Context: an optimization exercise on an open-source flow, tuned for small area. The choices shown serve that exercise and are no tape-out recipe. The RTL was checked by simulation tests, not by an equivalence proof against the original design. No activity file was given, so power comes from the tool's default toggle rates.

==> job 7816: inputs <==
## fir_cmem_bank
module fir_cmem_bank (
   input  logic        clk,
   input  logic        rst_n,
   input  logic        CEN,
   input  logic        WEN,
   input  logic [5:0]  A,
   input  logic [0:0]  BA,
   input  logic [15:0] D,
   output logic [15:0] Q,
   output logic        wr_drop,
   input  logic        swap_req,
   input  logic [0:0]  swap_bank,
   output logic [0:0]  act_bank,
   input  logic        start,
   output logic        busy,
   output logic        c_valid,
   output logic [5:0]  c_idx,
   output logic [15:0] c_data,
   output logic        c_last
);
   logic [15:0]  mem_q [128];
   logic         pend_q, pend_bank_q;
   logic [5:0]   cnt_q;
   logic         run, go, wr_hit_act, wr_en, rd_en, frame_end;
   logic [127:0] wsel, hsel, ssel;
   logic [15:0]  hword, sword;
   assign run        = busy && !c_last;
   assign go         = start && !busy;
   assign frame_end  = run && (cnt_q == 6'd63);
   assign wr_hit_act = busy && (BA == act_bank);
   assign wr_en      = !CEN && !WEN && !wr_hit_act;
   assign rd_en      = !CEN && WEN;
   cm_dec7rw u_hdec (.a({BA, A}), .we(wr_en), .rsel(hsel), .wsel(wsel));
   cm_dec7   u_sdec (.a({act_bank, cnt_q}), .sel(ssel));
   assign c_idx = cnt_q - 6'd1;
   for (genvar b = 0; b < 16; b++) begin : g_bit
      logic [127:0] col;
      for (genvar w = 0; w < 128; w++) begin : g_w
         assign col[w] = mem_q[w][b];
      end
      cm_rd128 u_h (.sel(hsel), .d(col), .y(hword[b]));
      cm_rd128 u_s (.sel(ssel), .d(col), .y(sword[b]));
   end
   always_ff @(posedge clk) begin
      for (int w = 0; w < 128; w++)
         if (wsel[w]) mem_q[w] <= D;
   end
   always_ff @(posedge clk) begin
      cnt_q  <= busy ? cnt_q + 6'd1 : 6'd0;
      c_data <= sword;
   end
   always_ff @(posedge clk) begin
      if (!rst_n) begin
         pend_q      <= 1'b0;
         pend_bank_q <= 1'b0;
         act_bank    <= 1'b0;
         busy        <= 1'b0;
         Q           <= '0;
         wr_drop     <= 1'b0;
         c_valid     <= 1'b0;
         c_last      <= 1'b0;
      end else begin
         busy    <= go || run;
         c_valid <= run;
         c_last  <= frame_end;
  ...
==> module fir_cmem_bank, before the edit <==
module fir_cmem_bank (
   input  logic        clk,
   input  logic        rst_n,
   input  logic        CEN,
   input  logic        WEN,
   input  logic [5:0]  A,
   input  logic [0:0]  BA,
   input  logic [15:0] D,
   output logic [15:0] Q,
   output logic        wr_drop,
   input  logic        swap_req,
   input  logic [0:0]  swap_bank,
   output logic [0:0]  act_bank,
   input  logic        start,
   output logic        busy,
   output logic        c_valid,
   output logic [5:0]  c_idx,
   output logic [15:0] c_data,
   output logic        c_last
);
   logic [15:0]  mem_q [128];
   logic         pend_q, pend_bank_q;
   logic [5:0]   cnt_q;
   logic         run, go, wr_hit_act, wr_en, rd_en, frame_end;
   logic [127:0] wsel, hsel, ssel;
   logic [15:0]  hword, sword;
   assign run        = busy && !c_last;
   assign go         = start && !busy;
   assign frame_end  = run && (cnt_q == 6'd63);
   assign wr_hit_act = busy && (BA == act_bank);
   assign wr_en      = !CEN && !WEN && !wr_hit_act;
   assign rd_en      = !CEN && WEN;
   cm_dec7rw u_hdec (.a({BA, A}), .we(wr_en), .rsel(hsel), .wsel(wsel));
   cm_dec7   u_sdec (.a({act_bank, cnt_q}), .sel(ssel));
   assign c_idx = cnt_q - 6'd1;
   for (genvar b = 0; b < 16; b++) begin : g_bit
      logic [127:0] col;
      for (genvar w = 0; w < 128; w++) begin : g_w
         assign col[w] = mem_q[w][b];
      end
      cm_rd128 u_h (.sel(hsel), .d(col), .y(hword[b]));
      cm_rd128 u_s (.sel(ssel), .d(col), .y(sword[b]));
   end
   always_ff @(posedge clk) begin
      for (int w = 0; w < 128; w++)
         if (wsel[w]) mem_q[w] <= D;
   end
   always_ff @(posedge clk) begin
      cnt_q  <= busy ? cnt_q + 6'd1 : 6'd0;
      c_data <= sword;
   end
   always_ff @(posedge clk) begin
      if (!rst_n) begin
         pend_q      <= 1'b0;
         pend_bank_q <= 1'b0;
         act_bank    <= 1'b0;
         busy        <= 1'b0;
         Q           <= '0;
         wr_drop     <= 1'b0;
         c_valid     <= 1'b0;
         c_last      <= 1'b0;
      end else begin
         busy    <= go || run;
         c_valid <= run;
         c_last  <= frame_end;
         wr_drop <= !CEN && !WEN && wr_hit_act;
         if (rd_en) Q <= hword;
         if (run && !frame_end) begin
            if (swap_req) begin
               pend_q      <= 1'b1;
               pend_bank_q <= swap_bank;
            end
         end else begin
            pend_q <= 1'b0;
            if (swap_req)    act_bank <= swap_bank;
            else if (pend_q) act_bank <= pend_bank_q;
         end
      end
   end
endmodule
==> module cm_dec7rw, before the edit <==
module cm_dec7rw (
   input  logic [6:0]   a,
   input  logic         we,
   output logic [127:0] rsel,
   output logic [127:0] wsel
);
   logic [7:0]  lo, lw;
   logic [15:0] hi;
   always_comb begin
      for (int i = 0; i < 8; i++) begin
         lo[i] = (a[2:0] == 3'(i));
         lw[i] = we && (a[2:0] == 3'(i));
      end
      for (int j = 0; j < 16; j++) hi[j] = (a[6:3] == 4'(j));
   end
   for (genvar w = 0; w < 128; w++) begin : g_w
      cm_and2 u_r (.a(lo[w % 8]), .b(hi[w / 8]), .y(rsel[w]));
      cm_and2 u_w (.a(lw[w % 8]), .b(hi[w / 8]), .y(wsel[w]));
   end
endmodule
==> module cm_rdtail, before the edit <==
module cm_rdtail (
   input  logic [41:0] l1,
   input  logic [1:0]  sel,
   input  logic [1:0]  d,
   output logic        y
);
   assign y = !(&l1) || (|(sel & d));
endmodule
clock: 6.0 ns
lec_check: 0
cap_margin: 20
core_margin: 2
core_utilization: 45
cts_buf_list: sky130_fd_sc_hd__clkbuf_8
cts_cluster_diameter: 60
cts_cluster_size: 12
gpl_timing_driven: 0
slew_margin: 20
run.sh (not shown) runs the stock make flow with config.mk's settings and CLKGATE_MAP_FILE= SYNTH_SCRIPT=/design/flow/synth_recipe.tcl, a recipe that flattens the netlist after the stock synthesis.
==> inputs of job 2323, as changes to job 7816 <==
--- a/flow/design.v
+++ b/flow/design.v
@@ -24,5 +24,6 @@
    logic [5:0]   cnt_q;
    logic         run, go, wr_hit_act, wr_en, rd_en, frame_end;
-   logic [127:0] wsel, hsel, ssel;
+   logic [127:0] wsel, wsel_n, hsel, ssel;
+   logic [15:0]  mem_d [128];
    logic [15:0]  hword, sword;
    assign run        = busy && !c_last;
@@ -32,5 +33,5 @@
    assign wr_en      = !CEN && !WEN && !wr_hit_act;
    assign rd_en      = !CEN && WEN;
-   cm_dec7rw u_hdec (.a({BA, A}), .we(wr_en), .rsel(hsel), .wsel(wsel));
+   cm_dec7rw u_hdec (.a({BA, A}), .we(wr_en), .rsel(hsel), .wsel(wsel), .wsel_n(wsel_n));
    cm_dec7   u_sdec (.a({act_bank, cnt_q}), .sel(ssel));
    assign c_idx = cnt_q - 6'd1;
@@ -43,7 +44,11 @@
       cm_rd128 u_s (.sel(ssel), .d(col), .y(sword[b]));
    end
+   for (genvar w = 0; w < 128; w++) begin : g_st
+      for (genvar b = 0; b < 16; b++) begin : g_b
+         cm_ao22 u (.a1(wsel[w]), .a2(D[b]), .b1(wsel_n[w]), .b2(mem_q[w][b]), .y(mem_d[w][b]));
+      end
+   end
    always_ff @(posedge clk) begin
-      for (int w = 0; w < 128; w++)
-         if (wsel[w]) mem_q[w] <= D;
+      for (int w = 0; w < 128; w++) mem_q[w] <= mem_d[w];
    end
    always_ff @(posedge clk) begin
@@ -98,5 +103,6 @@
    input  logic         we,
    output logic [127:0] rsel,
-   output logic [127:0] wsel
+   output logic [127:0] wsel,
+   output logic [127:0] wsel_n
 );
    logic [7:0]  lo, lw;
@@ -111,5 +117,6 @@
    for (genvar w = 0; w < 128; w++) begin : g_w
       cm_and2 u_r (.a(lo[w % 8]), .b(hi[w / 8]), .y(rsel[w]));
-      cm_and2 u_w (.a(lw[w % 8]), .b(hi[w / 8]), .y(wsel[w]));
+      cm_and2  u_w (.a(lw[w % 8]), .b(hi[w / 8]), .y(wsel[w]));
+      cm_inv   u_n (.a(wsel[w]), .y(wsel_n[w]));
    end
 endmodule
@@ -135,8 +142,38 @@
    output logic        y
 );
-   assign y = !(&l1) || (|(sel & d));
+   logic [10:0] p;
+   logic [1:0]  n;
+   logic [2:0]  r;
+   cm_nand2 u_n0 (.a(sel[0]), .b(d[0]), .y(n[0]));
+   cm_nand2 u_n1 (.a(sel[1]), .b(d[1]), .y(n[1]));
+   for (genvar k = 0; k < 10; k++) begin : g_p
+      cm_nand4 u (.a(l1[4*k]), .b(l1[4*k+1]), .c(l1[4*k+2]), .d(l1[4*k+3]), .y(p[k]));
+   end
+   cm_nand4 u_p10 (.a(l1[40]), .b(l1[41]), .c(n[0]), .d(n[1]), .y(p[10]));
+   cm_or4 u_r0 (.a(p[0]), .b(p[1]), .c(p[2]), .d(p[3]), .y(r[0]));
+   cm_or4 u_r1 (.a(p[4]), .b(p[5]), .c(p[6]), .d(p[7]), .y(r[1]));
+   cm_or3 u_r2 (.a(p[8]), .b(p[9]), .c(p[10]), .y(r[2]));
+   cm_or3 u_y  (.a(r[0]), .b(r[1]), .c(r[2]), .y(y));
+endmodule
+module cm_nand2 (input logic a, b, output logic y);
+   assign y = !(a && b);
+endmodule
+module cm_nand4 (input logic a, b, c, d, output logic y);
+   assign y = !(a && b && c && d);
+endmodule
+module cm_or4 (input logic a, b, c, d, output logic y);
+   assign y = a || b || c || d;
+endmodule
+module cm_or3 (input logic a, b, c, output logic y);
+   assign y = a || b || c;
 endmodule
 module cm_and2 (input logic a, b, output logic y);
    assign y = a && b;
 endmodule
+module cm_inv (input logic a, output logic y);
+   assign y = !a;
+endmodule
+module cm_ao22 (input logic a1, a2, b1, b2, output logic y);
+   assign y = (a1 && a2) || (b1 && b2);
+endmodule
 `default_nettype wire
==> flow/flow/run.sh (new file) <==
#!/bin/bash
# The standard layout with two changes: port buffers are buf_2 cells, and clock tree synthesis
# adds no dummy loads for balancing. make's full output goes to flow.log in the work folder.
set -euo pipefail
cts="-sink_clustering_enable -repair_clock_nets -sink_clustering_size 12"
cts="$cts -sink_clustering_max_diameter 60 -buf_list sky130_fd_sc_hd__clkbuf_8 -dont_use_dummy_load"
bp="-buffer_cell sky130_fd_sc_hd__buf_2"
export CTS_ARGS="$cts"
export BUFFER_PORTS_ARGS="$bp"
bash standard.sh "CTS_ARGS=$cts" "BUFFER_PORTS_ARGS=$bp" finish > flow.log 2>&1
==> flow/standard.sh (new file) <==
#!/bin/bash
# synth_recipe.tcl (not shown) runs the flow's synth.tcl, then flattens the netlist and writes it again
# the make line also repeats each setting of config.mk as NAME=value (left out here)
make -C /OpenROAD-flow-scripts/flow DESIGN_CONFIG=/design/flow/config.mk WORK_HOME=/design/flow/orfs CLKGATE_MAP_FILE= SYNTH_SCRIPT=/design/flow/synth_recipe.tcl "${@:-finish}"
SYNTH_HIERARCHICAL = 1   (was default)
SYNTH_MINIMUM_KEEP_SIZE = 0   (was default)
removed: flow/run.sh
==> flow_metrics.py <==
metrics = {
    "global_route": {
        "grt_pass1_wl_um": 1350000,
        "met2_usage_pct": 113,
        "first_global_vias": 110000,
    },
    "yosys": {
        "synthXorXnorAreaFrac_pct": 0.0681,
        "muxShareOfSynthArea_pct": 0.765,
    },
    "placed_design": {
        "dp_slack_ps": -1080,
        "postPlaceCellArea_mm2": 0.109,
    },
    "status": {
        "outcome": "stopped before the end",
        "firstError": "[ERROR GRT-0116] Global routing finished with congestion. Check the congestion regions in the DRC Viewer.",
        "stop_stage": "global routing (5_1_grt)",
    },
    "floorplanning": {
        "rows": 164,
    },
}
The numbers above come from job 7816.

==> flow_metrics.py <==
metrics = {
    "status": {
        "outcome": "failed layout checks",
        "violatedChecks": "antenna rules",
    },
    "cts": {
        "cts_hold_buf": 0,
        "postCtsSetupRepairBufs": 0,
    },
    "placed_design": {
        "place_inst": 9220,
        "dp_slack_ps": 460,
        "postPlaceCellArea_mm2": 0.0856,
    },
    "setup_path": {
        "startpoint": "A[0]",
    },
    "power": {
        "power_switching_uw": 6240,
        "powerComb_uw": 1430,
    },
    "global_route": {
        "met2_usage_pct": 53.8,
        "grt_pass1_wl_um": 521000,
    },
    "yosys": {
        "muxShareOfSynthArea_pct": 0.0124,
        "yosysSeqAreaShare_pct": 51.8,
        "synthXorXnorAreaFrac_pct": 0.0867,
    },
    "cells_and_area": {
        "seq_cells": 2093,
        "seq_share_pct": 47.3,
        "final_cell_mix": "dfxtp_1 (2,093), a22o_1 (2,048), a222oi_1 (1,344)",
    },
    "detailed_routing": {
        "ant_nets": 1,
    },
}
The numbers above come from job 2323.

==> re-timing with driven ports <==
The results above use ideal ports. As a check the final layout listed here was re-extracted and re-timed, cells and wires unchanged.
Step 1 assumes that a clkbuf_16 drives the clock port and a buf_2 every other input.
Step 2 also shifts input and output timing later by t, the mid clock arrival at the registers, as if the neighbouring blocks saw the same clock.
a / b / c = ideal / step 1 / step 2; a / b = the first two.
run: job 2323
t, ns: 1.055
setup slack, ns: 1.081 / 1.140 / 0.085
clock arrival spread, ns: 0.077 / 0.077
pins driven straight from the clock port: 1
For job 2323, drivers alone change the setup slack by +0.059 ns; drivers and shift together by -0.996 ns.
